What follows belongs to an exercise in optimizing a design on an open flow for small area; a production flow would make more cautious choices. In this exercise RTL edits were held to simulation tests only and were not proved equivalent to the original. Power figures rest on the tool's default switching activity, not on a simulated workload.

==> run a: inputs <==
==> flow/design.v (excerpt) <==
module alu_issue #(
    parameter int XLEN = riscv_types::XLEN
) (
    input  logic        clk,
    input  logic        rst,
    input  logic        dec_valid,
    output logic        dec_ready,
    input  logic [90:0] dec_op,
    output logic        issue_valid,
    input  logic        issue_ready,
    output logic [109:0] alu_inputs,
    output logic [4:0]  issue_rd_addr,
    output logic        issue_rd_en,
    input  logic        wb_en,
    input  logic [4:0]  wb_addr,
    input  logic [31:0] wb_data,
    input  logic        flush
);
    logic [4:0]  rs1_a, rs2_a, rd_a;
    logic        rd_en;
    logic [1:0]  src1_sel;
    logic        src2_sel;
    logic [31:0] imm, pc;
    logic        is_unsigned;
    logic [6:0]  ctrl;
    assign rs1_a       = dec_op[90:86];
    assign rs2_a       = dec_op[85:81];
    assign rd_a        = dec_op[80:76];
    assign rd_en       = dec_op[75];
    assign src1_sel    = dec_op[74:73];
    assign src2_sel    = dec_op[72];
    assign imm         = dec_op[71:40];
    assign pc          = dec_op[39:8];
    assign is_unsigned = dec_op[7];
    assign ctrl        = dec_op[6:0];
    logic [32*XLEN-1:0] rf_q;
    reg_file_2r1w #(.XLEN(XLEN)) u_rf (
        .clk (clk),
        .rst (rst),
        .we  (wb_en),
        .wa  (wb_addr),
        .wd  (wb_data),
        .q   (rf_q)
    );
    logic        byp1_s, byp2_s;
    logic [31:0] sel1_s, sel2_s;
    logic [XLEN-1:0] rs1_val_s, rs2_val_s;
    assign byp1_s = wb_en && (wb_addr == rs1_a) && (rs1_a != 5'd0);
    assign byp2_s = wb_en && (wb_addr == rs2_a) && (rs2_a != 5'd0);
    always_comb begin
        rs1_val_s = byp1_s ? wb_data : '0;
        rs2_val_s = byp2_s ? wb_data : '0;
        for (int i = 1; i < 32; i++) begin
            sel1_s[i] = (rs1_a == i[4:0]) && !byp1_s;
            sel2_s[i] = (rs2_a == i[4:0]) && !byp2_s;
  ...
==> module alu_issue, before the edit <==
module alu_issue #(
    parameter int XLEN = riscv_types::XLEN
) (
    input  logic        clk,
    input  logic        rst,
    input  logic        dec_valid,
    output logic        dec_ready,
    input  logic [90:0] dec_op,
    output logic        issue_valid,
    input  logic        issue_ready,
    output logic [109:0] alu_inputs,
    output logic [4:0]  issue_rd_addr,
    output logic        issue_rd_en,
    input  logic        wb_en,
    input  logic [4:0]  wb_addr,
    input  logic [31:0] wb_data,
    input  logic        flush
);
    logic [4:0]  rs1_a, rs2_a, rd_a;
    logic        rd_en;
    logic [1:0]  src1_sel;
    logic        src2_sel;
    logic [31:0] imm, pc;
    logic        is_unsigned;
    logic [6:0]  ctrl;
    assign rs1_a       = dec_op[90:86];
    assign rs2_a       = dec_op[85:81];
    assign rd_a        = dec_op[80:76];
    assign rd_en       = dec_op[75];
    assign src1_sel    = dec_op[74:73];
    assign src2_sel    = dec_op[72];
    assign imm         = dec_op[71:40];
    assign pc          = dec_op[39:8];
    assign is_unsigned = dec_op[7];
    assign ctrl        = dec_op[6:0];
    logic [32*XLEN-1:0] rf_q;
    reg_file_2r1w #(.XLEN(XLEN)) u_rf (
        .clk (clk),
        .rst (rst),
        .we  (wb_en),
        .wa  (wb_addr),
        .wd  (wb_data),
        .q   (rf_q)
    );
    logic        byp1_s, byp2_s;
    logic [31:0] sel1_s, sel2_s;
    logic [XLEN-1:0] rs1_val_s, rs2_val_s;
    assign byp1_s = wb_en && (wb_addr == rs1_a) && (rs1_a != 5'd0);
    assign byp2_s = wb_en && (wb_addr == rs2_a) && (rs2_a != 5'd0);
    always_comb begin
        rs1_val_s = byp1_s ? wb_data : '0;
        rs2_val_s = byp2_s ? wb_data : '0;
        for (int i = 1; i < 32; i++) begin
            sel1_s[i] = (rs1_a == i[4:0]) && !byp1_s;
            sel2_s[i] = (rs2_a == i[4:0]) && !byp2_s;
            rs1_val_s = rs1_val_s | (rf_q[i*XLEN +: XLEN] & {XLEN{sel1_s[i]}});
            rs2_val_s = rs2_val_s | (rf_q[i*XLEN +: XLEN] & {XLEN{sel2_s[i]}});
        end
        sel1_s[0] = 1'b0;
        sel2_s[0] = 1'b0;
    end
    logic [31:1] sb_r, live_s, wb_clr_s, flush_clr_s, set_s;
    logic        hazard_s, blocked_s, dec_ready_s, accept_s, flush_held_s;
    logic        issue_valid_r, issue_rd_en_r;
    logic [4:0]  issue_rd_addr_r;
    always_comb begin
        for (int i = 1; i < 32; i++) begin
            wb_clr_s[i]    = wb_en && (wb_addr == i[4:0]);
            flush_clr_s[i] = flush_held_s && issue_rd_en_r && (issue_rd_addr_r == i[4:0]);
            set_s[i]       = accept_s && rd_en && (rd_a == i[4:0]);
        end
    end
    assign live_s = sb_r & ~wb_clr_s;
    logic live1_s, live2_s, lived_s;
    assign live1_s = (rs1_a != 5'd0) && live_s[rs1_a];
    assign live2_s = (rs2_a != 5'd0) && live_s[rs2_a];
    assign lived_s = (rd_a  != 5'd0) && live_s[rd_a];
    assign hazard_s = ((src1_sel == 2'd0) && live1_s) ||
                      (!src2_sel && live2_s) ||
                      (rd_en && lived_s);
    assign blocked_s   = issue_valid_r && !issue_ready;
    assign dec_ready_s = !rst && !flush && !hazard_s && !blocked_s;
    assign accept_s    = dec_valid && dec_ready_s;
    assign flush_held_s = flush && blocked_s;
    always_ff @(posedge clk) begin
        if (rst) sb_r <= '0;
        else     sb_r <= (sb_r & ~wb_clr_s & ~flush_clr_s) | set_s;
    end
    logic [XLEN-1:0] src1_s, src2_s;
    logic [XLEN-1:0] src1_r, src2_r, shin_r;
    logic            uns_r;
    logic [6:0]      ctrl_r;
    assign src1_s = (src1_sel == 2'd0) ? rs1_val_s :
                    (src1_sel == 2'd1) ? pc : '0;
    assign src2_s = src2_sel ? imm : rs2_val_s;
    always_ff @(posedge clk) begin
        if (!blocked_s) begin
            src1_r          <= src1_s;
            src2_r          <= src2_s;
            shin_r          <= rs1_val_s;
            uns_r           <= is_unsigned;
            ctrl_r          <= ctrl;
            issue_rd_addr_r <= rd_a;
            issue_rd_en_r   <= rd_en;
        end
    end
    always_ff @(posedge clk) begin
        if (rst)                         issue_valid_r <= 1'b0;
        else if (accept_s)               issue_valid_r <= 1'b1;
        else if (flush || issue_ready)   issue_valid_r <= 1'b0;
    end
    assign dec_ready     = dec_ready_s;
    assign issue_valid   = issue_valid_r;
    assign alu_inputs    = {~uns_r & src1_r[XLEN-1], src1_r,
                            ~uns_r & src2_r[XLEN-1], src2_r,
                            shin_r, src2_r[4:0], ctrl_r};
    assign issue_rd_addr = issue_rd_addr_r;
    assign issue_rd_en   = issue_rd_en_r;
endmodule
Settings: LEC_CHECK=0, CAP_MARGIN=20, CORE_MARGIN=2, CORE_UTILIZATION=45, SETUP_SLACK_MARGIN=0.3, SLEW_MARGIN=20; clock period 6.0 ns.
run.sh (not shown) runs the stock make flow with config.mk's settings and CLKGATE_MAP_FILE= SYNTH_SCRIPT=/design/flow/synth_recipe.tcl, a recipe that flattens the netlist after the stock synthesis.
==> run b: changes against run a <==
--- a/flow/design.v
+++ b/flow/design.v
@@ -117,21 +117,41 @@
         .q   (rf_q)
     );
     logic        byp1_s, byp2_s;
-    logic [31:0] sel1_s, sel2_s;
-    logic [XLEN-1:0] rs1_val_s, rs2_val_s;
+    logic [XLEN-1:0] rs1_val_s, src2_s;
     assign byp1_s = wb_en && (wb_addr == rs1_a) && (rs1_a != 5'd0);
-    assign byp2_s = wb_en && (wb_addr == rs2_a) && (rs2_a != 5'd0);
+    assign byp2_s = wb_en && (wb_addr == rs2_a) && (rs2_a != 5'd0) && !src2_sel;
+    logic [XLEN-1:0] srcv_s [33];
+    logic [32:0]     s1_s, s2_s;
     always_comb begin
-        rs1_val_s = byp1_s ? wb_data : '0;
-        rs2_val_s = byp2_s ? wb_data : '0;
+        srcv_s[0]  = wb_data;
+        for (int i = 1; i < 32; i++) srcv_s[i] = rf_q[i*XLEN +: XLEN];
+        srcv_s[32] = imm;
         for (int i = 1; i < 32; i++) begin
-            sel1_s[i] = (rs1_a == i[4:0]) && !byp1_s;
-            sel2_s[i] = (rs2_a == i[4:0]) && !byp2_s;
-            rs1_val_s = rs1_val_s | (rf_q[i*XLEN +: XLEN] & {XLEN{sel1_s[i]}});
-            rs2_val_s = rs2_val_s | (rf_q[i*XLEN +: XLEN] & {XLEN{sel2_s[i]}});
-        end
-        sel1_s[0] = 1'b0;
-        sel2_s[0] = 1'b0;
+            s1_s[i] = (rs1_a == i[4:0]) && !byp1_s;
+            s2_s[i] = (rs2_a == i[4:0]) && !byp2_s && !src2_sel;
+        end
+        s1_s[0]  = byp1_s;
+        s2_s[0]  = byp2_s;
+        s1_s[32] = 1'b0;
+        s2_s[32] = src2_sel;
+    end
+    logic [XLEN-1:0] g1_s [11];
+    logic [XLEN-1:0] g2_s [11];
+    always_comb begin
+        for (int g = 0; g < 11; g++) begin
+            g1_s[g] = '1;
+            g2_s[g] = '1;
+        end
+        for (int i = 0; i < 33; i++) begin
+            g1_s[i/3] = g1_s[i/3] & ~(srcv_s[i] & {XLEN{s1_s[i]}});
+            g2_s[i/3] = g2_s[i/3] & ~(srcv_s[i] & {XLEN{s2_s[i]}});
+        end
+        rs1_val_s = ~(g1_s[0] & g1_s[1] & g1_s[2] & g1_s[3]) |
+                    ~(g1_s[4] & g1_s[5] & g1_s[6] & g1_s[7]) |
+                    ~(g1_s[8] & g1_s[9] & g1_s[10]);
+        src2_s    = ~(g2_s[0] & g2_s[1] & g2_s[2] & g2_s[3]) |
+                    ~(g2_s[4] & g2_s[5] & g2_s[6] & g2_s[7]) |
+                    ~(g2_s[8] & g2_s[9] & g2_s[10]);
     end
     logic [31:1] sb_r, live_s, wb_clr_s, flush_clr_s, set_s;
     logic        hazard_s, blocked_s, dec_ready_s, accept_s, flush_held_s;
@@ -160,13 +180,12 @@
         if (rst) sb_r <= '0;
         else     sb_r <= (sb_r & ~wb_clr_s & ~flush_clr_s) | set_s;
     end
-    logic [XLEN-1:0] src1_s, src2_s;
+    logic [XLEN-1:0] src1_s;
     logic [XLEN-1:0] src1_r, src2_r, shin_r;
     logic            uns_r;
     logic [6:0]      ctrl_r;
     assign src1_s = (src1_sel == 2'd0) ? rs1_val_s :
                     (src1_sel == 2'd1) ? pc : '0;
-    assign src2_s = src2_sel ? imm : rs2_val_s;
     always_ff @(posedge clk) begin
         if (!blocked_s) begin
             src1_r          <= src1_s;
==> flow/flow/run.sh (new file) <==
#!/bin/bash
# Standard ORFS layout with these changes:
#  - synthesis maps the logic with an area-oriented ABC script (abc_area_nf.script);
#    everything else in synthesis, including the flip-flop mapping, is unchanged;
#  - the port buffers are the smallest buffer cell;
#  - clock tree synthesis uses no dummy loads and larger sink clusters.
set -euo pipefail
cd "$(dirname "$0")/.."
W=$(pwd)
rm -rf "$W/scripts_area"
cp -r "$FLOW_HOME/scripts" "$W/scripts_area"
cp "$W/flow/abc_area_nf.script" "$W/scripts_area/abc_speed.script"
SCRIPTS_DIR="$W/scripts_area" bash standard.sh synth > flow_synth.log 2>&1
export BUFFER_PORTS_ARGS="-buffer_cell sky130_fd_sc_hd__buf_1"
export CTS_ARGS="-sink_clustering_enable -repair_clock_nets -dont_use_dummy_load -buf_list sky130_fd_sc_hd__clkbuf_16 -sink_clustering_size 25 -sink_clustering_max_diameter 100"
bash standard.sh > flow_standard.log 2>&1
==> flow/flow/abc_area_nf.script (new file) <==
&get -n
&st
&dch
&nf -R 1000 -p
&put
==> flow/standard.sh (new file) <==
#!/bin/bash
# synth_recipe.tcl (not shown) runs the flow's synth.tcl, then flattens the netlist and writes it again
# the make line also repeats each setting of config.mk as NAME=value (left out here)
make -C /OpenROAD-flow-scripts/flow DESIGN_CONFIG=/design/flow/config.mk WORK_HOME=/design/flow/orfs CLKGATE_MAP_FILE= SYNTH_SCRIPT=/design/flow/synth_recipe.tcl "${@:-finish}"
CAP_MARGIN = 10   (was 20)
SETUP_SLACK_MARGIN = 0.1   (was 0.3)
SLEW_MARGIN = 10   (was 20)
removed: flow/run.sh
==> results.txt <==
Critical path depth: run a is lower than run b (1). Combinational power: run a is higher than run b (42%). Of run a and run b, run a has the higher first-iteration DRC count (gap 2.9%, measured against run b). In run a the final cell count is larger than in run b, by about 20%. Non-clock buffer count: run b is lower than run a (184). Against run a, the die area of run b is smaller by about 7%. Total power: run a is higher than run b (30%). In maximum frequency, run b and run a hardly differ. Of run b and run a, run b has the higher worst hold slack (gap 0.10 ns). Between run a and run b, the lower synthesized cell count is in run b (gap 25%, measured against run b). Against run a, the register-to-register slack of run b is worse by 0.95 ns.

re-timing with driven ports:
No port has a modelled driver above. Below, the same layouts with a new extraction and two added sets of constraints.
Step 1 (the two cells are an assumption about what drives the block):
set clk [get_ports {clk}]
set_driving_cell -lib_cell sky130_fd_sc_hd__clkbuf_16 $clk
set_driving_cell -lib_cell sky130_fd_sc_hd__buf_2 [delete_from_list [all_inputs] $clk]
Step 2 adds t to the input delays and takes it off the output delays; t is the mean of the earliest and latest rising clock arrival at the registers after step 1. Input paths then give back, and output paths get back, about the clock's delay inside the block.
Three values: no drivers, after step 1, after step 2; two values: the first two.
run | shift t [ns] | setup slack, ns | worst register clock-pin slew, ns
run a | 0.805 | 0.400 / 0.378 / 0.254 | 0.07 / 0.07
run b | 0.744 | 0.399 / 0.348 / 0.348 | 0.10 / 0.10
After both steps setup and hold are still met in every run listed. The setup slack of run a, which loses most, moves by -0.022 ns with the drivers and by -0.146 ns with both steps.
